Source: an optimization exercise on an open RTL-to-GDS flow (aim: small area, a short achievable clock period and few clock cycles per item). Production flows keep margins and buffers that such runs may drop.
Function was checked by simulation only, so behaviour that the tests miss may differ from the original.
Power figures rest on the tool's default switching activity, not on a simulated workload.

**design.v**
```verilog
package lpet_pkg;
   localparam int TABLE_SLOTS   = 16;
   localparam int IDX_BITS      = $clog2(TABLE_SLOTS);
   localparam int CNT_BITS      = $clog2(TABLE_SLOTS + 1);
   localparam bit SLOTS_POW2    = (TABLE_SLOTS & (TABLE_SLOTS - 1)) == 0;
   localparam int CMD_BITS      = 1;
   localparam int KEY_BITS      = 31;
   localparam int HALF_BITS     = 16;
   localparam int SLOT_OUT_BITS = 4;
   localparam int BIT_CNT_BITS  = $clog2(KEY_BITS + 1);
   localparam logic [CMD_BITS-1:0] CMD_INSERT = 1'b0;
   localparam logic [CMD_BITS-1:0] CMD_SEARCH = 1'b1;
   typedef struct packed {
      logic [KEY_BITS-1:0]  key;
      logic [HALF_BITS-1:0] descriptor;
      logic [HALF_BITS-1:0] send_handle;
      logic [HALF_BITS-1:0] done_handle;
   } slot_entry_type;
   typedef struct packed {
      logic [SLOT_OUT_BITS-1:0] slot;
      logic                     found;
      logic                     table_full;
      logic [HALF_BITS-1:0]     descriptor_out;
      logic [HALF_BITS-1:0]     send_handle_out;
      logic [HALF_BITS-1:0]     done_handle_out;
   } rsp_payload_type;
   typedef enum logic [4:0] {
      ST_CLEAR  = 5'b00001,
      ST_IDLE   = 5'b00010,
      ST_MOD    = 5'b00100,
      ST_PROBE  = 5'b01000,
      ST_FINISH = 5'b10000
   } state_type;
endpackage
import lpet_pkg::*;
module lpet_slot_ram (
   input  logic [lpet_pkg::TABLE_SLOTS-1:0] m,
   input  logic [lpet_pkg::IDX_BITS-1:0]    s,
   output logic [lpet_pkg::TABLE_SLOTS-1:0] sel
);
   localparam int N = TABLE_SLOTS;
   localparam int L = IDX_BITS;
   logic [N-1:0] lo;
   logic [N-1:0] plo [L+1];    
   logic [N-1:0] pm  [L+1];    
   logic         any_lo;
   always_comb begin
      for (int j = 0; j < N; j++) begin
         lo[j] = m[j] && (IDX_BITS'(j) >= s);
      end
      plo[0] = {lo[N-2:0], 1'b0};
      pm[0]  = {m[N-2:0], 1'b0};
      for (int k = 1; k <= L; k++) begin
         for (int j = 0; j < N; j++) begin
            if (j >= (1 << (k - 1))) begin
               plo[k][j] = plo[k-1][j] | plo[k-1][j - (1 << (k - 1))];
               pm[k][j]  = pm[k-1][j]  | pm[k-1][j - (1 << (k - 1))];
            end else begin
               plo[k][j] = plo[k-1][j];
               pm[k][j]  = pm[k-1][j];
            end
         end
      end
      any_lo = plo[L][N-1] | lo[N-1];
      for (int j = 0; j < N; j++) begin
         sel[j] = (lo[j] && !plo[L][j]) || (!any_lo && m[j] && !pm[L][j]);
      end
   end
endmodule
import lpet_pkg::*;
module lpet_mod_unit (
   input  logic [lpet_pkg::KEY_BITS-1:0] key_in,
   output logic [lpet_pkg::IDX_BITS-1:0] rem
);
   assign rem = key_in[IDX_BITS-1:0];
endmodule
import lpet_pkg::*;
module linear_probe_endpoint_table (
   input  logic                           clock,
   input  logic                           reset,
   input  logic                           req_valid,
   output logic                           req_ready,
   input  logic [lpet_pkg::CMD_BITS-1:0]  req_command,
   input  logic [lpet_pkg::KEY_BITS-1:0]  req_key,
   input  logic [lpet_pkg::HALF_BITS-1:0] req_descriptor,
   input  logic [lpet_pkg::HALF_BITS-1:0] req_send_handle,
   input  logic [lpet_pkg::HALF_BITS-1:0] req_done_handle,
   output logic                           rsp_valid,
   input  logic                           rsp_ready,
   output logic [lpet_pkg::SLOT_OUT_BITS-1:0] rsp_slot,
   output logic                           rsp_found,
   output logic                           rsp_table_full,
   output logic [lpet_pkg::HALF_BITS-1:0] rsp_descriptor_out,
   output logic [lpet_pkg::HALF_BITS-1:0] rsp_send_handle_out,
   output logic [lpet_pkg::HALF_BITS-1:0] rsp_done_handle_out
);
   localparam int N    = TABLE_SLOTS;
   localparam int DW   = 3 * HALF_BITS;
   localparam int PW   = IDX_BITS + 2;      
   localparam int QD   = 4;                 
   logic [N-1:0]          valid_ff;
   logic [KEY_BITS-1:0]   key_ff [N];
   logic [DW-1:0]         dat_ff [N];
   logic                  s1_v_ff;
   logic [CMD_BITS-1:0]   s1_cmd_ff;
   logic                  s1_ins_ff;       
   logic [KEY_BITS-1:0]   s1_key_ff;
   logic [DW-1:0]         s1_dat_ff;
   logic [N-1:0]          we_ff;           
   logic [N-1:0]          eq_ff;           
   logic [N-1:0]          wprev_ff;        
   logic                  eqprev_ff;       
   logic                  r2_v_ff;
   logic [N-1:0]          r2_sel_ff;
   logic                  r2_full_ff;
   logic [QD-1:0]         qv_ff;
   logic [PW-1:0]         q_ff [QD];
   logic [IDX_BITS-1:0]   out_slot_ff;
   logic                  out_found_ff;
   logic                  out_full_ff;
   logic [DW-1:0]         out_dat_ff;
   logic [N-1:0]          cur_sel_ff;      
   logic [N-1:0]          nxt_sel_ff;      
   logic                  ready_ff;
   logic                  accept;
   logic                  zero_in;
   logic [IDX_BITS-1:0]   start_in;
   logic [N-1:0]          free_nx;
   logic [N-1:0]          ins_sel_in;
   logic [N-1:0]          we_in;
   logic                  eq_prev_in;
   logic [N-1:0]          eq_in;
   assign accept     = req_valid && ready_ff;
   assign zero_in    = (req_key == '0);
   assign free_nx    = ~valid_ff & ~we_ff;
   assign eq_prev_in = (req_key == s1_key_ff);
   lpet_mod_unit u_mod (
      .key_in (req_key),
      .rem    (start_in)
   );
   lpet_slot_ram u_ins (.m(free_nx), .s(start_in), .sel(ins_sel_in));
   assign we_in = (accept && (req_command == CMD_INSERT) && !zero_in) ? ins_sel_in : '0;
   always_comb begin
      for (int j = 0; j < N; j++) begin
         eq_in[j] = valid_ff[j] && (key_ff[j] == req_key);
      end
   end
   logic [N-1:0]          srch_sel;
   logic [N-1:0]          res_sel;
   lpet_slot_ram u_srch (.m(eq_ff | (eqprev_ff ? wprev_ff : '0)),
                         .s(s1_key_ff[IDX_BITS-1:0]), .sel(srch_sel));
   assign res_sel = (s1_cmd_ff == CMD_INSERT) ? we_ff : srch_sel;
   always_ff @(posedge clock) begin
      if (reset) begin
         valid_ff <= '0;
         we_ff    <= '0;
      end else begin
         valid_ff <= valid_ff | we_ff;
         we_ff    <= we_in;
      end
      eq_ff     <= eq_in;
      wprev_ff  <= we_ff;
      eqprev_ff <= eq_prev_in;
      s1_cmd_ff <= req_command;
      s1_ins_ff <= (req_command == CMD_INSERT) && !zero_in;
      s1_key_ff <= req_key;
      s1_dat_ff <= {req_descriptor, req_send_handle, req_done_handle};
      for (int j = 0; j < N; j++) begin
         if (we_ff[j]) begin
            key_ff[j] <= s1_key_ff;
            dat_ff[j] <= s1_dat_ff;
         end
      end
      r2_sel_ff  <= res_sel;
      r2_full_ff <= s1_ins_ff && (we_ff == '0);
   end
   logic [IDX_BITS-1:0]   r2_slot;
   logic [PW-1:0]         r2_res;
   logic                  pop;
   logic [QD-1:0]         qv_pop;          
   logic [QD-1:0]         qv_in;
   logic                  out_load;
   logic [PW-1:0]         head;            
   logic [N-1:0]          rd_sel;
   logic [DW-1:0]         rd_dat;
   always_comb begin
      r2_slot = '0;
      for (int j = 0; j < N; j++) begin
         if (r2_sel_ff[j]) r2_slot = r2_slot | IDX_BITS'(j);
      end
      r2_res = {r2_full_ff, |r2_sel_ff, r2_slot};
   end
   assign pop    = qv_ff[0] && rsp_ready;
   assign qv_pop = pop ? {1'b0, qv_ff[QD-1:1]} : qv_ff;
   always_comb begin
      for (int i = 0; i < QD; i++) begin
         qv_in[i] = qv_pop[i] || (r2_v_ff && ((i == 0) || qv_pop[(i == 0) ? 0 : i - 1]));
      end
   end
   assign out_load = pop || !qv_ff[0];
   logic                  push1;           
   logic [N-1:0]          q1_sel_in;       
   logic [N-1:0]          nxt_sel_in;
   logic [N-1:0]          q1_oh;           
   logic [N-1:0]          q2_oh;           
   always_comb begin
      for (int j = 0; j < N; j++) begin
         q1_oh[j] = q_ff[1][IDX_BITS] && (q_ff[1][IDX_BITS-1:0] == IDX_BITS'(j));
         q2_oh[j] = q_ff[2][IDX_BITS] && (q_ff[2][IDX_BITS-1:0] == IDX_BITS'(j));
      end
   end
   assign push1      = r2_v_ff && !qv_pop[1] && qv_pop[0];
   assign q1_sel_in  = push1 ? r2_sel_ff : (pop ? q2_oh : q1_oh);
   assign nxt_sel_in = qv_in[1] ? q1_sel_in : res_sel;
   always_comb begin
      if (!out_load) begin
         head = q_ff[0];
      end else if (qv_ff[1]) begin
         head = q_ff[1];
      end else begin
         head = r2_res;
      end
      rd_sel = out_load ? nxt_sel_ff : cur_sel_ff;
      rd_dat = '0;
      for (int j = 0; j < N; j++) begin
         if (rd_sel[j]) rd_dat = rd_dat | dat_ff[j];
      end
   end
   always_ff @(posedge clock) begin
      if (reset) begin
         s1_v_ff  <= 1'b0;
         r2_v_ff  <= 1'b0;
         qv_ff    <= '0;
         ready_ff <= 1'b1;
      end else begin
         s1_v_ff  <= accept;
         r2_v_ff  <= s1_v_ff;
         qv_ff    <= qv_in;
         ready_ff <= !qv_in[3] && !(qv_in[2] && (accept || s1_v_ff)) &&
                     !(qv_in[1] && accept && s1_v_ff);
      end
      for (int i = 0; i < QD; i++) begin
         if (r2_v_ff && !qv_pop[i] && ((i == 0) || qv_pop[(i == 0) ? 0 : i - 1])) begin
            q_ff[i] <= r2_res;
         end else if (pop && (i < QD - 1)) begin
            q_ff[i] <= q_ff[(i < QD - 1) ? i + 1 : i];
         end
      end
      out_slot_ff  <= head[IDX_BITS-1:0];
      out_found_ff <= head[IDX_BITS];
      out_full_ff  <= head[IDX_BITS+1];
      out_dat_ff   <= rd_dat;
      cur_sel_ff   <= rd_sel;
      nxt_sel_ff   <= nxt_sel_in;
   end
   assign req_ready           = ready_ff;
   assign rsp_valid           = qv_ff[0];
   assign rsp_slot            = out_slot_ff;
   assign rsp_found           = out_found_ff;
   assign rsp_table_full      = out_full_ff;
   assign rsp_descriptor_out  = out_dat_ff[3*HALF_BITS-1:2*HALF_BITS];
   assign rsp_send_handle_out = out_dat_ff[2*HALF_BITS-1:HALF_BITS];
   assign rsp_done_handle_out = out_dat_ff[HALF_BITS-1:0];
endmodule
```
**run.sh**
```bash
#!/bin/bash
# synth_recipe.tcl (not shown) runs the flow's synth.tcl, then flattens the netlist and writes it again
# the make line also repeats each setting of config.mk as NAME=value (left out here)
make -C /OpenROAD-flow-scripts/flow DESIGN_CONFIG=/design/flow/config.mk WORK_HOME=/design/flow/orfs CLKGATE_MAP_FILE= SYNTH_SCRIPT=/design/flow/synth_recipe.tcl finish
```
**config.mk**
```make
export PLATFORM = sky130hd
export DESIGN_NAME = linear_probe_endpoint_table
export DESIGN_NICKNAME = linear_probe_endpoint_table
export VERILOG_FILES = /design/flow/design.v
export SDC_FILE = /design/flow/constraint.sdc
export NUM_CORES = 4
export LEC_CHECK = 0
export CAP_MARGIN = 20
export CORE_MARGIN = 2
export CORE_UTILIZATION = 50
export CTS_CLUSTER_DIAMETER = 100
export CTS_CLUSTER_SIZE = 30
export SETUP_SLACK_MARGIN = 2.8
export SLEW_MARGIN = 20
export TNS_END_PERCENT = 20
```
**constraint.sdc**
```tcl
create_clock -name core_clock -period 5.0 [get_ports {clock}]
set_input_delay 1.0000 -clock core_clock [delete_from_list [all_inputs] [get_ports {clock}]]
set_output_delay 1.0000 -clock core_clock [all_outputs]
set_load 0.01 [all_outputs]
```
==> insert_results.sql, run 1 <==
INSERT INTO impl_metrics (metric_group, metric, value, unit) VALUES
('run_status', 'outcome', 'no timing/DRC/antenna violations', ''),
('critical_path', 'setup.worst_path.class', 'reg -> reg', ''),
('clock_tree', 'clkSinkCount', '1544', ''),
('timing', 'slew-limit-headroom', '0.201', ''),
('grt', 'number_of_antenna_violations_at_the_first_check_in_global_routing', '13', ''),
('clock_tree', 'worstSkewPairLatency', '0.75', 'ns'),
('flow_run', 'max_cap_violations', '0', ''),
('route', 'drt_wl_total', '209', 'mm'),
('logic_synthesis', 'yosysTopAreaCellShare', '0.678', ''),
('die', 'floorplan.die_area', '117000', 'µm²'),
('die', 'core.rowCount', '123', ''),
('finish', 'layout.cell_area.non_filler', '68300', 'µm²'),
('timing', 'final.setup_skew', '0.0315', 'ns'),
('critical_path', 'critPathRequiredTime', '5.60', 'ns'),
('timing', 'fin_tns_setup', '0', 'ns'),
('timing', 'max_clock_freq', '418', 'MHz'),
('route', 'wl_per_cell', '39.0', 'µm'),
('finish', 'final_net_count', '3887', ''),
('grt', 'grt-busiest-layer', 'met2', ''),
('die', 'fp.coreArea', '113000', 'µm²'),
('logic_synthesis', 'synth_cell_types', '76', ''),
('power', 'power_density', '318', 'nW/µm²'),
('grt', 'groute.usage.overall', '0.349', ''),
('logic_synthesis', 'ys_top_cells_by_area', 'edfxtp_1 (68%), dfxtp_1 (9.0%), xor2_1 (5.9%), a22o_1 (3.0%), a221oi_1 (2.9%)', ''),
('timing', 'rsz0062_at_grt', 'yes', ''),
('route', 'dr_vias', '35700', ''),
('route', 'detail_route.drc_violations', '0', ''),
('logic_synthesis', 'ys.warnings.count', '10', ''),
('die', 'horizontal_extent_of_the_die', '342', 'µm'),
('logic_synthesis', 'seq_area_frac_synth', '0.767', ''),
('placed_design', 'globalplace.congestion', '0.861', ''),
('timing', 'finalHoldViolations', '0', ''),
('route', 'drt-vias-per-instance', '6.67', ''),
('finish', 'final_layout_size_suffix_gt1_frac', '0.223', ''),
('logic_synthesis', 'synth.cell_area', '57100', 'µm²'),
('critical_path', 'cp-end-kind', 'flip-flop', ''),
('power', 'p_leak', '22.5', 'nW'),
('logic_synthesis', 'ys_async_sr_fraction', '0', ''),
('clock_tree', 'clk_pin_slew_worst_paths', '0.11', 'ns'),
('clock_tree', 'cts_tree', 'done', ''),
('placed_design', 'dpl-instance-area', '61800', 'µm²'),
('die', 'chipHeight', '342', 'µm'),
('placed_design', 'port_buffers', '139', ''),
('grt', 'global_route.overflow_total', '0', ''),
('critical_path', 'critical_path.startpoint_type', 'flip-flop', ''),
('hold_path', 'hold_path.class', 'reg -> reg', ''),
('placed_design', 'post-dp-hpwl', '94.2', 'mm'),
('logic_synthesis', 'synthFlopType', 'edfxtp_1', ''),
('critical_path', 'critPathMaxFanout', '13', ''),
('logic_synthesis', 'netlist_top_cells_count', 'edfxtp_1 (1288), xor2_1 (382), dfxtp_1 (256)', ''),
('route', 'number_of_detailed_routing_iterations_run_before_antenna_repair', '7', ''),
('logic_synthesis', 'synthDominantAreaCellType', 'edfxtp_1', ''),
('clock_tree', 'total_cts_buffers', '58', ''),
('clock_tree', 'cts.htree.levels', '2', ''),
('clock_tree', 'cts_hold_buffers', '0', ''),
('logic_synthesis', 'synth_enable_flop_cells', '1288', ''),
('timing', 'tightest_slew', '1.20', 'ns'),
('grt', 'grt_met3_usage', '0.0639', ''),
('finish', 'flow.area_growth_from_synthesis', '19.6', '%'),
('logic_synthesis', 'yosys_register_bits', '1544', ''),
('logic_synthesis', 'syn_avg_cell_area', '16.9', 'µm²'),
('die', 'floorplan.io_pins', '140', ''),
('logic_synthesis', 'syn-instance-count', '3381', ''),
('critical_path', 'data_arrival_time_of_the_worst_path', '2.99', 'ns'),
('grt', 'grt_util_met2', '0.570', ''),
('clock_tree', 'clock_tree.root_cell', 'clkbuf_16', ''),
('logic_synthesis', 'syn-num-nets', '3465', ''),
('clock_tree', 'cts_buffer_depth', '3', ''),
('grt', 'grtUsageMet1', '0.447', ''),
('timing', 'timing.final.setup_violations', '0', ''),
('route', 'initialDrtViolationCount', '5835', ''),
('finish', 'filler_cell_count', '8169', ''),
('grt', 'grt_first_pass_wirelength', '279', 'mm'),
('power', 'vdd.ir_drop.worst', '0.293', 'mV'),
('timing', 'maxSlewViolCount', '0', ''),
('timing', 'finalWorstPathRequiredPeriod', '2.39', 'ns'),
('grt', 'grt_max_degree', '58', ''),
('grt', 'via_count_of_the_first_global_routing_pass', '33700', ''),
('timing', 'period_share', '0.479', ''),
('die', 'floorplan.initialDensity', '0.506', ''),
('route', 'ant_nets', '0', ''),
('logic_synthesis', 'yosys.cell_count.top_type', 'edfxtp_1', '');
-- worst max-delay path, stage by stage, from the launching register on --
cell and delay, ns:
dfxtp_4 0.38, buf_6 0.09, nor2b_4 0.14, buf_12 0.15, buf_16 0.14, buf_12 0.14
mux2_8 0.43, buf_12 0.18, a22o_1 0.25, a221oi_2 0.17, nand4_1 0.15
-- sequential cells by signal, indices dropped and copies added (netlist names), 4 cells and up --
signal,flops
cur_sel_ff,16
dat_ff,768
eq_ff,16
key_ff,496
nxt_sel_ff,16
out_dat_ff,48
out_slot_ff,4
q_ff,24
qv_ff,4
r2_sel_ff,16
s1_dat_ff,48
s1_key_ff,31
valid_ff,16
we_ff,16
wprev_ff,16
-- path summary, 6_finish.rpt --
path | start | endpoint | slack [ns] | cells past startpoint
worst max-delay path | qv_ff[0] | out_dat_ff[47] | 2.61 | 10
worst max register to register | qv_ff[0] | out_dat_ff[47] | 2.61 | 10
worst min-delay path | q_ff[0][3] | out_slot_ff[3] | 0.46 | 2
worst min register to register | q_ff[0][3] | out_slot_ff[3] | 0.46 | 2
-- per-layer routing --
| metal | wire length (µm) | up-vias |
|---|---|---|
| li1 | - | 14300 |
| met1 | 74200 | 18300 |
| met2 | 98100 | 2515 |
| met3 | 21500 | 597 |
| met4 | 15000 | 8 |
| met5 | 53 | - |
-- kinds of logic (layout without fill, tap and decap cells) --
kind of cell	after synthesis	count (layout)	synth area share
xor+xnor	523	523	0.0802
buf+inv	194	601	0.0137
mux	29	92	0.00568
flops	1544	1544	0.767
other cells	0	2	0
simple gates	502	502	0.0487
compound gates	589	589	0.0844
-- cell usage in the layout, fill, tap and decap left out, types with 9 or more instances in the layout --
cell type        netlist  final
a21o_1                10     10
a21oi_1               39     33
a221oi_1             192     26
a221oi_2               1    164
a222oi_1               9      9
a22o_1               193    193
buf_12                 0     57
buf_16                 0     15
buf_2                 24     16
buf_4                  2    214
buf_6                  2     42
buf_8                  0     16
clkbuf_1             128     41
clkbuf_16              0     59
clkdlybuf4s15_1        0     17
clkdlybuf4s15_2        0     18
clkdlybuf4s50_1        0     51
dfxtp_1              256    208
dfxtp_2                0     19
dfxtp_4                0     29
dlygate4sd2_1          0     22
edfxtp_1            1288   1288
inv_1                 17     15
mux2_2                27     10
mux2_4                 0     51
mux2_8                 0     29
nand2_1               80     77
nand3_1               13     13
nand4_1              115    115
nor2_1                82     75
nor3_1                27     24
nor4_1               141    107
nor4_2                 0     28
o21ai_0               36     30
o22ai_1               13     12
o31ai_1               15     11
xnor2_1              141    141
xor2_1               382    382
-- final cells by class --
| class | instances | area (µm²) | share of cell area |
|---|---|---|---|
| inverters | 18 | 71.3 | 0.00104 |
| diodes | 2 | 5.00 | 0.0000733 |
| repair inverters | 1 | 5.00 | 0.0000733 |
| multi-input cells | 1706 | 15500 | 0.227 |
| clock inverters | 7 | 111 | 0.00163 |
| well taps | 1500 | 1880 | 0.0275 |
| flip-flops and latches | 1544 | 43900 | 0.644 |
| clock buffers | 101 | 1630 | 0.0239 |
| repair buffers | 474 | 5150 | 0.0754 |
-- through the flow --
| stage | total power [W] | setup WS [ns] | utilization | hold slack [ns] | instances |
|---|---|---|---|---|---|
| floorplan | 0.0150 | 2.42 | - | 0.412 | 3381 |
| global placement | 0.0155 | 0.942 | 0.548 | 0.426 | 4980 |
| detailed placement | 0.0156 | 0.897 | 0.548 | 0.436 | 4980 |
| CTS | 0.0217 | 2.62 | 0.598 | 0.462 | 5305 |
| global route | 0.0222 | 2.55 | 0.605 | 0.468 | 5351 |
| finish | 0.0217 | 2.61 | 0.605 | 0.457 | 5353 |
-- timing repair --
item	CTS	global route
gates cloned	67	7
setup buffers	150	38
resized for setup	449	77
endpoints found under the setup margin	534	165
pin swaps	69	40
-- power by group --
| part | total (W) | switching, W | internal (W) |
|---|---|---|---|
| Combinational | 0.00127 | 0.000776 | 0.000497 |
| Clock | 0.00622 | 0.00388 | 0.00234 |
| Sequential | 0.0142 | 0.000185 | 0.0140 |
Testbench counts, summed over its fixed seeds: cycles 6,528, items 6,144.
==> inputs of run 2 (changes only) <==
--- a/design.v
+++ b/design.v
@@ -99,6 +99,7 @@
    localparam int PW   = IDX_BITS + 2;      
    localparam int QD   = 4;                 
    logic [N-1:0]          valid_ff;
+   logic [N-1:0]          first_ff;        
    logic [KEY_BITS-1:0]   key_ff [N];
    logic [DW-1:0]         dat_ff [N];
    logic                  s1_v_ff;
@@ -107,9 +108,6 @@
    logic [KEY_BITS-1:0]   s1_key_ff;
    logic [DW-1:0]         s1_dat_ff;
    logic [N-1:0]          we_ff;           
-   logic [N-1:0]          eq_ff;           
-   logic [N-1:0]          wprev_ff;        
-   logic                  eqprev_ff;       
    logic                  r2_v_ff;
    logic [N-1:0]          r2_sel_ff;
    logic                  r2_full_ff;
@@ -119,8 +117,6 @@
    logic                  out_found_ff;
    logic                  out_full_ff;
    logic [DW-1:0]         out_dat_ff;
-   logic [N-1:0]          cur_sel_ff;      
-   logic [N-1:0]          nxt_sel_ff;      
    logic                  ready_ff;
    logic                  accept;
    logic                  zero_in;
@@ -128,28 +124,23 @@
    logic [N-1:0]          free_nx;
    logic [N-1:0]          ins_sel_in;
    logic [N-1:0]          we_in;
-   logic                  eq_prev_in;
-   logic [N-1:0]          eq_in;
    assign accept     = req_valid && ready_ff;
    assign zero_in    = (req_key == '0);
    assign free_nx    = ~valid_ff & ~we_ff;
-   assign eq_prev_in = (req_key == s1_key_ff);
    lpet_mod_unit u_mod (
       .key_in (req_key),
       .rem    (start_in)
    );
    lpet_slot_ram u_ins (.m(free_nx), .s(start_in), .sel(ins_sel_in));
    assign we_in = (accept && (req_command == CMD_INSERT) && !zero_in) ? ins_sel_in : '0;
-   always_comb begin
-      for (int j = 0; j < N; j++) begin
-         eq_in[j] = valid_ff[j] && (key_ff[j] == req_key);
-      end
-   end
-   logic [N-1:0]          srch_sel;
+   logic [N-1:0]          eq;              
    logic [N-1:0]          res_sel;
-   lpet_slot_ram u_srch (.m(eq_ff | (eqprev_ff ? wprev_ff : '0)),
-                         .s(s1_key_ff[IDX_BITS-1:0]), .sel(srch_sel));
-   assign res_sel = (s1_cmd_ff == CMD_INSERT) ? we_ff : srch_sel;
+   always_comb begin
+      for (int j = 0; j < N; j++) begin
+         eq[j] = valid_ff[j] && (key_ff[j] == s1_key_ff);
+      end
+   end
+   assign res_sel = (s1_cmd_ff == CMD_INSERT) ? we_ff : (eq & first_ff);
    always_ff @(posedge clock) begin
       if (reset) begin
          valid_ff <= '0;
@@ -158,17 +149,15 @@
          valid_ff <= valid_ff | we_ff;
          we_ff    <= we_in;
       end
-      eq_ff     <= eq_in;
-      wprev_ff  <= we_ff;
-      eqprev_ff <= eq_prev_in;
       s1_cmd_ff <= req_command;
       s1_ins_ff <= (req_command == CMD_INSERT) && !zero_in;
       s1_key_ff <= req_key;
       s1_dat_ff <= {req_descriptor, req_send_handle, req_done_handle};
       for (int j = 0; j < N; j++) begin
          if (we_ff[j]) begin
-            key_ff[j] <= s1_key_ff;
-            dat_ff[j] <= s1_dat_ff;
+            key_ff[j]   <= s1_key_ff;
+            dat_ff[j]   <= s1_dat_ff;
+            first_ff[j] <= (eq == '0);
          end
       end
       r2_sel_ff  <= res_sel;
@@ -198,20 +187,6 @@
       end
    end
    assign out_load = pop || !qv_ff[0];
-   logic                  push1;           
-   logic [N-1:0]          q1_sel_in;       
-   logic [N-1:0]          nxt_sel_in;
-   logic [N-1:0]          q1_oh;           
-   logic [N-1:0]          q2_oh;           
-   always_comb begin
-      for (int j = 0; j < N; j++) begin
-         q1_oh[j] = q_ff[1][IDX_BITS] && (q_ff[1][IDX_BITS-1:0] == IDX_BITS'(j));
-         q2_oh[j] = q_ff[2][IDX_BITS] && (q_ff[2][IDX_BITS-1:0] == IDX_BITS'(j));
-      end
-   end
-   assign push1      = r2_v_ff && !qv_pop[1] && qv_pop[0];
-   assign q1_sel_in  = push1 ? r2_sel_ff : (pop ? q2_oh : q1_oh);
-   assign nxt_sel_in = qv_in[1] ? q1_sel_in : res_sel;
    always_comb begin
       if (!out_load) begin
          head = q_ff[0];
@@ -220,7 +195,15 @@
       end else begin
          head = r2_res;
       end
-      rd_sel = out_load ? nxt_sel_ff : cur_sel_ff;
+      for (int j = 0; j < N; j++) begin
+         if (!out_load) begin
+            rd_sel[j] = q_ff[0][IDX_BITS] && (q_ff[0][IDX_BITS-1:0] == IDX_BITS'(j));
+         end else if (qv_ff[1]) begin
+            rd_sel[j] = q_ff[1][IDX_BITS] && (q_ff[1][IDX_BITS-1:0] == IDX_BITS'(j));
+         end else begin
+            rd_sel[j] = r2_sel_ff[j];
+         end
+      end
       rd_dat = '0;
       for (int j = 0; j < N; j++) begin
          if (rd_sel[j]) rd_dat = rd_dat | dat_ff[j];
@@ -250,8 +233,6 @@
       out_found_ff <= head[IDX_BITS];
       out_full_ff  <= head[IDX_BITS+1];
       out_dat_ff   <= rd_dat;
-      cur_sel_ff   <= rd_sel;
-      nxt_sel_ff   <= nxt_sel_in;
    end
    assign req_ready           = ready_ff;
    assign rsp_valid           = qv_ff[0];
==> run 2 against run 1 <==
  * Sequential cell count shrank 49
  * Combinational power shrank 26%
  * Register-to-register slack lost 0.21 ns
  * Wire length shrank 21%
  * Cell area shrank 4.2%
  * Total power shrank 5.0%
  * Synthesized area shrank 3.9%
==> insert_results.sql, run 2 <==
INSERT INTO impl_metrics (metric_group, metric, value, unit) VALUES
('run_status', 'outcome', 'no timing/DRC/antenna violations', ''),
('logic_synthesis', 'syn_avg_cell_area', '17.5', 'µm²'),
('logic_synthesis', 'ys.warnings.count', '7', ''),
('die', 'horizontal_extent_of_the_die', '335', 'µm'),
('power', 'sequential_group_share_of_total_power', '0.669', ''),
('finish', 'flow.area_growth_from_synthesis', '19.2', '%'),
('grt', 'grt_util_met2', '0.492', ''),
('critical_path', 'cp-end-kind', 'flip-flop', ''),
('logic_synthesis', 'synth_cell_types', '59', ''),
('hold_path', 'hold_path.class', 'reg -> reg', ''),
('clock_tree', 'clk_pin_slew_worst_paths', '0.12', 'ns'),
('logic_synthesis', 'synth.cell_area', '54900', 'µm²'),
('grt', 'groute.usage.overall', '0.283', ''),
('logic_synthesis', 'synthFlopType', 'edfxtp_1', ''),
('clock_tree', 'cts.htree.levels', '2', ''),
('clock_tree', 'cts_hold_buffers', '0', ''),
('hold_path', 'holdCritStartpoint', 'valid_ff[7]', ''),
('die', 'floorplan.io_pins', '140', ''),
('grt', 'grt_first_pass_wirelength', '226', 'mm'),
('logic_synthesis', 'syn-num-nets', '3224', ''),
('critical_path', 'worst_setup_path_startpoint', 'qv_ff[0]', ''),
('power', 'pwr-share-clk', '0.286', ''),
('power', 'p_sw', '0.00441', 'W'),
('timing', 'finalHoldViolations', '0', ''),
('grt', 'grt-busiest-layer', 'met2', ''),
('power', 'power_report.internal_total', '0.0162', 'W'),
('flow_run', 'max_cap_violations', '0', ''),
('timing', 'timing.final.setup_violations', '0', ''),
('power', 'p_comb_frac', '0.045', ''),
('route', 'number_of_detailed_routing_iterations_run_before_antenna_repair', '8', ''),
('finish', 'layout.core_utilization', '0.601', ''),
('timing', 'maxSlewViolCount', '0', ''),
('finish', 'largest-register', 'dat_ff', ''),
('timing', 'finalWorstPathRequiredPeriod', '2.60', 'ns'),
('die', 'core.rowCount', '121', ''),
('critical_path', 'count_of_cells_along_the_worst_register_to_register_path', '11', ''),
('grt', 'via_count_of_the_first_global_routing_pass', '30600', ''),
('grt', 'grtUsageMet1', '0.374', ''),
('timing', 'finalWorstSetupSlack', '2.40', 'ns'),
('route', 'wl_per_cell', '32.9', 'µm'),
('route', 'initialDrtViolationCount', '4073', ''),
('grt', 'global_route.overflow_total', '0', ''),
('timing', 'tightest_slew', '1.16', 'ns'),
('critical_path', 'startpoint_of_the_lowest_slack_register_to_register_path', 'qv_ff[0]', ''),
('finish', 'num_antenna_cells', '0', ''),
('power', 'power_density', '315', 'nW/µm²'),
('logic_synthesis', 'netlist_top_cells_count', 'edfxtp_1 (1304), xor2_1 (312), a221oi_1 (192), a22o_1 (192), dfxtp_1 (191)', ''),
('critical_path', 'critPathMaxFanout', '8', ''),
('logic_synthesis', 'synth_enable_flop_cells', '1304', ''),
('logic_synthesis', 'yosys.cell_count.top_type', 'edfxtp_1', ''),
('timing', 'period_share', '0.520', ''),
('finish', 'reg.largest.list', 'dat_ff (768), key_ff (496)', ''),
('logic_synthesis', 'synthDominantAreaCellType', 'edfxtp_1', ''),
('power', 'p_leak', '21.6', 'nW'),
('timing', 'fin_tns_setup', '0', 'ns'),
('critical_path', 'data_arrival_time_of_the_worst_path', '3.19', 'ns'),
('placed_design', 'post-dp-hpwl', '77.8', 'mm'),
('clock_tree', 'total_cts_buffers', '56', ''),
('grt', 'grt_met3_usage', '0.0321', ''),
('timing', 'slew-limit-headroom', '0.224', ''),
('logic_synthesis', 'syn-instance-count', '3140', ''),
('logic_synthesis', 'ys_top_cells_by_area', 'edfxtp_1 (71%), dfxtp_1 (7.0%), xor2_1 (5.0%), a221oi_1 (3.1%), a22o_1 (3.1%)', ''),
('clock_tree', 'cts_buffer_depth', '3', ''),
('route', 'ant_nets', '0', ''),
('grt', 'number_of_antenna_violations_at_the_first_check_in_global_routing', '5', ''),
('die', 'floorplan.die_area', '112000', 'µm²'),
('timing', 'fin_worst_hold_slack', '0.468', 'ns'),
('finish', 'layout.cell_area.non_filler', '65400', 'µm²'),
('finish', 'largest_register_ffs', '768', ''),
('critical_path', 'critPathRequiredTime', '5.59', 'ns'),
('logic_synthesis', 'yosys_register_bits', '1495', ''),
('clock_tree', 'cts_tree', 'done', ''),
('power', 'vdd.ir_drop.worst', '0.280', 'mV'),
('logic_synthesis', 'yosysTopAreaCellShare', '0.714', ''),
('placed_design', 'port_buffers', '139', ''),
('critical_path', 'critical_path.startpoint_type', 'flip-flop', ''),
('clock_tree', 'worstSkewPairLatency', '0.73', 'ns'),
('finish', 'final_net_count', '3647', ''),
('timing', 'final.setup_skew', '0.0363', 'ns'),
('finish', 'final_layout_size_suffix_gt1_frac', '0.213', ''),
('logic_synthesis', 'ys_async_sr_fraction', '0', ''),
('hold_path', 'holdPathStages', '1', ''),
('finish', 'layout.cells.most_common', 'edfxtp_1', ''),
('placed_design', 'globalplace.congestion', '0.859', ''),
('die', 'floorplan.initialDensity', '0.504', ''),
('route', 'dr_vias', '31600', ''),
('timing', 'rsz0062_at_grt', 'yes', ''),
('die', 'fp.coreArea', '109000', 'µm²'),
('logic_synthesis', 'seq_area_frac_synth', '0.783', ''),
('critical_path', 'setup.worst_path.class', 'reg -> reg', ''),
('placed_design', 'post-place-ws', '0.952', 'ns'),
('finish', 'layout_common_cells', 'edfxtp_1 (1304), xor2_1 (310), buf_4 (251)', ''),
('grt', 'grt_max_degree', '63', ''),
('placed_design', 'dpl-instance-area', '59300', 'µm²'),
('die', 'chipHeight', '335', 'µm'),
('route', 'drt_wl_total', '165', 'mm'),
('power', 'swShare', '0.214', ''),
('clock_tree', 'clock_tree.root_cell', 'clkbuf_16', ''),
('clock_tree', 'clkSinkCount', '1495', ''),
('route', 'drt-vias-per-instance', '6.30', ''),
('timing', 'max_clock_freq', '385', 'MHz'),
('route', 'detail_route.drc_violations', '0', '');
## run 2: changes by cell type after synthesis, moves of 19 or more
| cell | change |
|---|---|
| a21oi_1 | -19 |
| buf_2 | +63 |
| clkbuf_1 | -59 |
| dfxtp_1 | -65 |
| mux2_2 | -23 |
| nand2_1 | -25 |
| xnor2_1 | +39 |
| xor2_1 | -70 |
## run 2: final cells by class
| class | count | area (µm²) |
|---|---|---|
| fillers | 7980 | 43400 |
| repair buffers | 520 | 5740 |
| well taps | 1414 | 1770 |
| clock buffers | 94 | 1550 |
| clock inverters | 9 | 90.1 |
| inverters | 33 | 130 |
| multi-input cells | 1457 | 12900 |
| flip-flops and latches | 1495 | 43200 |
## run 2: repair_timing
action / 4_1_cts / 5_1_grt
gates cloned: 28 / 4
pin swaps: 68 / 38
endpoints found under the hold margin: 0 / 0
setup endpoints to repair: 174 / 158
setup buffers: 173 / 77
gates resized for setup: 269 / 66
## run 2: through the flow
| stage | total power [W] | std cells |
|---|---|---|
| floorplan | 0.0144 | 3140 |
| global placement | 0.0148 | 4637 |
| detailed placement | 0.0148 | 4637 |
| CTS | 0.0206 | 4941 |
| global route | 0.0212 | 5022 |
| finish | 0.0206 | 5022 |
## run 2: routing by layer
metal | vias to the layer above | routed length (µm)
met1 | 16600 | 63900
met4 | 0 | 6720
li1 | 13300 | -
met3 | 308 | 12100
met5 | - | 0
met2 | 1446 | 82400
## run 2: path summary, 6_finish.rpt
check	endpoint	slack (ns)
worst max-delay path	out_dat_ff[29]	2.40
worst max register to register	out_dat_ff[29]	2.40
worst min register to register	we_ff[7]	0.47
worst min-delay path	we_ff[7]	0.47
## run 2: critical path: stages (launching register included)
cell,delay (ns)
dfxtp_4,0.36
buf_6,0.10
nor2b_4,0.20
buf_6,0.14
buf_12,0.09
nor2_4,0.05
buf_6,0.13
a221o_4,0.55
buf_12,0.20
a22o_1,0.19
a221oi_2,0.28
nand4_1,0.14
## run 2: logic make-up (layout without fill, tap and decap cells)
| kind of cell | after synthesis | count (layout) | share of synthesized area |
|---|---|---|---|
| buffers and inverters | 200 | 656 | 0.0162 |
| XOR/XNOR | 492 | 492 | 0.0785 |
| flip-flops | 1495 | 1495 | 0.783 |
| AO/OA/AOI/OAI | 494 | 503 | 0.0744 |
| AND/OR/NAND/NOR | 454 | 457 | 0.0466 |
| multiplexers | 5 | 5 | 0.00100 |
## run 2: power groups by stage
| stage | Sequential [W] | Combinational, W | Clock, W |
|---|---|---|---|
| 6_report | 0.0138 | 0.000937 | 0.00590 |
| 5_1_grt | 0.0138 | 0.000985 | 0.00637 |
| 4_1_cts | 0.0138 | 0.000861 | 0.00596 |
| 3_5_place_dp | 0.0142 | 0.000633 | 0 |
| 3_3_place_gp | 0.0142 | 0.000623 | 0 |
| 2_1_floorplan | 0.0140 | 0.000360 | 0 |
Testbench counts of run 2, summed over its fixed seeds: cycles 6,528, items 6,144.
==> inputs of run 3 (changes only) <==
--- a/design.v
+++ b/design.v
@@ -108,6 +108,8 @@
    logic [KEY_BITS-1:0]   s1_key_ff;
    logic [DW-1:0]         s1_dat_ff;
    logic [N-1:0]          we_ff;           
+   logic [N-1:0]          wprev_ff;        
+   logic                  dup_ff;          
    logic                  r2_v_ff;
    logic [N-1:0]          r2_sel_ff;
    logic                  r2_full_ff;
@@ -134,13 +136,15 @@
    lpet_slot_ram u_ins (.m(free_nx), .s(start_in), .sel(ins_sel_in));
    assign we_in = (accept && (req_command == CMD_INSERT) && !zero_in) ? ins_sel_in : '0;
    logic [N-1:0]          eq;              
+   logic [N-1:0]          first;           
    logic [N-1:0]          res_sel;
    always_comb begin
       for (int j = 0; j < N; j++) begin
          eq[j] = valid_ff[j] && (key_ff[j] == s1_key_ff);
       end
    end
-   assign res_sel = (s1_cmd_ff == CMD_INSERT) ? we_ff : (eq & first_ff);
+   assign first   = (first_ff & ~wprev_ff) | (dup_ff ? '0 : wprev_ff);
+   assign res_sel = (s1_cmd_ff == CMD_INSERT) ? we_ff : (eq & first);
    always_ff @(posedge clock) begin
       if (reset) begin
          valid_ff <= '0;
@@ -149,15 +153,19 @@
          valid_ff <= valid_ff | we_ff;
          we_ff    <= we_in;
       end
+      wprev_ff  <= we_ff;
+      dup_ff    <= (eq != '0);
       s1_cmd_ff <= req_command;
       s1_ins_ff <= (req_command == CMD_INSERT) && !zero_in;
       s1_key_ff <= req_key;
       s1_dat_ff <= {req_descriptor, req_send_handle, req_done_handle};
       for (int j = 0; j < N; j++) begin
          if (we_ff[j]) begin
-            key_ff[j]   <= s1_key_ff;
-            dat_ff[j]   <= s1_dat_ff;
-            first_ff[j] <= (eq == '0);
+            key_ff[j] <= s1_key_ff;
+            dat_ff[j] <= s1_dat_ff;
+         end
+         if (wprev_ff[j]) begin
+            first_ff[j] <= !dup_ff;
          end
       end
       r2_sel_ff  <= res_sel;
--- a/config.mk
+++ b/config.mk
@@ -9,7 +9,7 @@
 export CORE_MARGIN = 2
 export CORE_UTILIZATION = 50
 export CTS_CLUSTER_DIAMETER = 100
-export CTS_CLUSTER_SIZE = 30
+export CTS_CLUSTER_SIZE = 25
 export SETUP_SLACK_MARGIN = 2.8
 export SLEW_MARGIN = 20
 export TNS_END_PERCENT = 20
==> run 3 against run 2 <==
  * Clock-buffer cell count increased by 22
  * Combinational power down 14%
  * Worst hold slack better by 0.0046 ns
  * Via count increased by 1.3%
  * Setup slack improved by 0.095 ns
  * Sequential power about the same
  * First-iteration DRC count is 5.0% higher
  * Critical path type unchanged
==> insert_results.sql, run 3 <==
INSERT INTO impl_metrics (metric_group, metric, value, unit) VALUES
('critical_path', 'cp_num_buf_inv', '4', ''),
('critical_path', 'cp-end-kind', 'flip-flop', ''),
('placed_design', 'dpl-instance-area', '59600', 'µm²'),
('timing', 'finalWorstSetupSlack', '2.50', 'ns'),
('power', 'pwr-share-clk', '0.307', ''),
('timing', 'fin_worst_hold_slack', '0.473', 'ns'),
('route', 'detail_route.drc_violations', '0', ''),
('timing', 'finalHoldViolations', '0', ''),
('power', 'sequential_group_share_of_total_power', '0.655', ''),
('route', 'drt-vias-per-instance', '6.27', ''),
('logic_synthesis', 'syn-num-nets', '3249', ''),
('clock_tree', 'cts_tree', 'done', ''),
('power', 'p_leak', '21.9', 'nW'),
('logic_synthesis', 'ys_top_cells_by_area', 'edfxtp_1 (71%), dfxtp_1 (7.5%), xor2_1 (6.1%), a22o_1 (3.0%), a221oi_1 (2.8%)', ''),
('route', 'wl_per_cell', '32.5', 'µm'),
('timing', 'maxSlewViolCount', '0', ''),
('clock_tree', 'clock_tree.root_cell', 'clkbuf_16', ''),
('timing', 'timing.final.setup_violations', '0', ''),
('die', 'fp.coreArea', '110000', 'µm²'),
('timing', 'slew-limit-headroom', '0.214', ''),
('placed_design', 'port_buffers', '139', ''),
('critical_path', 'critical_path.max_stage_delay', '0.47', 'ns'),
('power', 'swShare', '0.212', ''),
('run_status', 'outcome', 'no timing/DRC/antenna violations', ''),
('route', 'number_of_detailed_routing_iterations_run_before_antenna_repair', '6', ''),
('timing', 'period_share', '0.501', ''),
('clock_tree', 'total_cts_buffers', '70', ''),
('placed_design', 'post-dp-hpwl', '80.4', 'mm'),
('flow_run', 'max_cap_violations', '0', ''),
('logic_synthesis', 'synthDominantAreaCellType', 'edfxtp_1', ''),
('timing', 'finalWorstPathRequiredPeriod', '2.50', 'ns'),
('placed_design', 'post-place-ws', '0.854', 'ns'),
('clock_tree', 'cts_hold_buffers', '0', ''),
('timing', 'max_clock_freq', '399', 'MHz'),
('critical_path', 'cpLargestDelayFamily', 'compound AO/OA/AOI/OAI gates', ''),
('finish', 'layout.cell_area.non_filler', '66100', 'µm²'),
('finish', 'area_taken_by_multi_input_logic_gates', '12900', 'µm²'),
('route', 'initialDrtViolationCount', '4275', ''),
('logic_synthesis', 'yosys_register_bits', '1512', ''),
('route', 'met3_wire_length', '13.2', 'mm'),
('die', 'horizontal_extent_of_the_die', '337', 'µm'),
('critical_path', 'setup.worst_path.class', 'reg -> reg', ''),
('logic_synthesis', 'ys_async_sr_fraction', '0', ''),
('timing', 'final.setup_skew', '0.0351', 'ns'),
('power', 'power_report.internal_total', '0.0168', 'W'),
('timing', 'rsz0062_at_grt', 'yes', ''),
('route', 'ant_nets', '0', ''),
('finish', 'final_layout_size_suffix_gt1_frac', '0.197', ''),
('finish', 'layout_common_cells', 'edfxtp_1 (1304), xor2_1 (384), buf_4 (196)', ''),
('logic_synthesis', 'netlist_top_cells_count', 'edfxtp_1 (1304), xor2_1 (384), dfxtp_1 (208)', ''),
('logic_synthesis', 'ys.warnings.count', '7', ''),
('route', 'wl_met2', '82.7', 'mm'),
('logic_synthesis', 'synth.cell_area', '55500', 'µm²'),
('logic_synthesis', 'yosysTopAreaCellShare', '0.706', ''),
('finish', 'largest-register', 'dat_ff', ''),
('logic_synthesis', 'syn-instance-count', '3165', ''),
('logic_synthesis', 'syn_avg_cell_area', '17.5', 'µm²'),
('finish', 'largest_register_ffs', '768', ''),
('logic_synthesis', 'synth_cell_types', '57', ''),
('grt', 'number_of_antenna_violations_at_the_first_check_in_global_routing', '5', ''),
('power', 'post-layout-total-power', '0.0214', 'W'),
('grt', 'grt_first_pass_wirelength', '227', 'mm'),
('grt', 'groute.usage.overall', '0.283', ''),
('clock_tree', 'cts_buffer_depth', '3', ''),
('die', 'core.rowCount', '122', ''),
('route', 'detail_route.wirelength.met1', '64.2', 'mm'),
('clock_tree', 'clkSinkCount', '1512', ''),
('power', 'power_density', '323', 'nW/µm²'),
('critical_path', 'cp_cell_sequence', 'nand3b_1 -> buf_6 -> buf_6 -> nor4_4 -> buf_4 -> a221o_4 -> clkbuf_16 -> a22o_1 -> a221oi_2 -> nand4_1', ''),
('grt', 'grt_max_degree', '54', ''),
('clock_tree', 'worstSkewPairLatency', '0.69', 'ns'),
('finish', 'flow.area_growth_from_synthesis', '19.2', '%'),
('critical_path', 'data_arrival_time_of_the_worst_path', '3.06', 'ns'),
('finish', 'reg.largest.list', 'dat_ff (768), key_ff (496)', ''),
('critical_path', 'critPathMaxFanout', '5', ''),
('clock_tree', 'clk_pin_slew_worst_paths', '0.10', 'ns'),
('critical_path', 'crit_path_frequent_cell', 'buf_6', ''),
('hold_path', 'hold_path.class', 'reg -> reg', ''),
('grt', 'global_route.overflow_total', '0', ''),
('logic_synthesis', 'synthFlopType', 'edfxtp_1', ''),
('finish', 'filler_cell_count', '8057', ''),
('route', 'drt_wl_total', '166', 'mm'),
('finish', 'layout.cells.most_common', 'edfxtp_1', ''),
('die', 'floorplan.die_area', '114000', 'µm²'),
('die', 'floorplan.initialDensity', '0.503', ''),
('critical_path', 'critical-path-slowest-cell', 'edfxtp_1', ''),
('logic_synthesis', 'yosys.cell_count.top_type', 'edfxtp_1', ''),
('logic_synthesis', 'seq_area_frac_synth', '0.781', ''),
('finish', 'seqCellArea', '43500', 'µm²'),
('route', 'dr.max_layer_used', 'met5', ''),
('timing', 'tightest_slew', '1.18', 'ns'),
('power', 'vdd.ir_drop.worst', '0.328', 'mV'),
('logic_synthesis', 'synth_enable_flop_cells', '1304', ''),
('finish', 'final_net_count', '3650', ''),
('critical_path', 'critical_path.startpoint_type', 'flip-flop', ''),
('clock_tree', 'cts.htree.levels', '3', ''),
('die', 'floorplan.io_pins', '140', ''),
('critical_path', 'critPathRequiredTime', '5.56', 'ns'),
('timing', 'fin_tns_setup', '0', 'ns'),
('power', 'p_comb_frac', '0.038', ''),
('placed_design', 'globalplace.congestion', '0.850', ''),
('power', 'p_sw', '0.00453', 'W'),
('grt', 'via_count_of_the_first_global_routing_pass', '30900', ''),
('route', 'dr_vias', '32000', ''),
('die', 'chipHeight', '337', 'µm');
run 3: metal layers:
layer	vias up	GRT usage
li1	13400	-
met1	16600	0.379
met2	1674	0.480
met3	326	0.0366
met4	2	0.0925
met5	-	0
run 3: what timing repair did:
| item | in CTS | in global routing |
|---|---|---|
| buffers inserted | 159 | 52 |
| cloned | 24 | 9 |
| pin swaps | 53 | 23 |
| endpoints found under the setup margin | 158 | 151 |
| gates resized for setup | 301 | 55 |
run 3: final timing paths:
check / from / to / slack [ns] / depth (start not counted)
hold reg to reg: dat_ff[9][35] / out_dat_ff[35] / 0.47 / 2
setup / recovery: q_ff[0][4] / out_dat_ff[15] / 2.50 / 10
setup reg to reg: q_ff[0][4] / out_dat_ff[15] / 2.50 / 10
hold / removal: dat_ff[9][35] / out_dat_ff[35] / 0.47 / 2
run 3: power groups by stage:
stage	Clock, W	Combinational (W)	Sequential (W)
after floorplan	0	0.000346	0.0142
after global placement	0	0.000585	0.0143
after detailed placement	0	0.000596	0.0143
after CTS	0.00665	0.000753	0.0140
after global routing	0.00708	0.000853	0.0140
final	0.00656	0.000807	0.0140
run 3: layout make-up:
cell class	count	share of cell area
diodes	2	0.0000757
clock buffers	116	0.0295
clock inverters	7	0.00104
inverters	25	0.00150
multi-input cells	1476	0.195
flip-flops and latches	1512	0.659
well taps	1488	0.0282
repair buffers	481	0.0860
run 3: metrics by stage:
step	instances	util
3_5_place_dp	4738	0.540
4_1_cts	5044	0.589
3_3_place_gp	4738	0.540
2_1_floorplan	3165	-
6_report	5107	0.599
5_1_grt	5105	0.599
run 3: cells by family after synthesis:
logic type             count (synthesis)  synth area share
AO/OA/AOI/OAI                        487            0.0742
flip-flops                          1512             0.781
buffers and inverters                189            0.0153
XOR/XNOR                             496            0.0783
AND/OR/NAND/NOR                      455            0.0459
multiplexers                          26           0.00521
run 3: worst register-to-register path: cells and delay by family, from the launching register on:
kind	cells	cell delay (ns)
flip-flops	1	0.47
buffers and inverters	4	0.63
AND/OR/NAND/NOR	3	0.35
AO/OA/AOI/OAI	3	0.92
Testbench counts of run 3, summed over its fixed seeds: cycles 6,528, items 6,144.

static timing again, ports no longer ideal:
No port has a modelled driver above. Below, the same layouts with a new extraction and two added sets of constraints. Step 1 sets driving cells, clkbuf_16 on the clock port and buf_2 on the other inputs (assumed; they add their load-dependent delay and slew). Step 2, shift: input delay + t, output delay - t, t = (earliest + latest rising clock arrival at the registers) / 2. This alone moves slack from input paths to output paths. Three values: ideal ports, drivers, drivers and shift; two values: the first two.
run	t, ns	setup slack, ns	hold slack, ns	worst slew at a driven data input, ns	pins driven straight from the clock port
run 1	0.801	2.606 / 2.584 / 1.887	0.457 / 0.457 / 0.457	0.06	1
run 2	0.785	2.401 / 2.401 / 1.683	0.468 / 0.446 / 0.468	0.04	1
run 3	0.742	2.496 / 2.496 / 1.797	0.473 / 0.473 / 0.473	0.05	1
After both steps setup and hold are still met in every run listed. The setup slack of run 1, which loses most, moves by -0.022 ns with the drivers and by -0.719 ns with both steps.
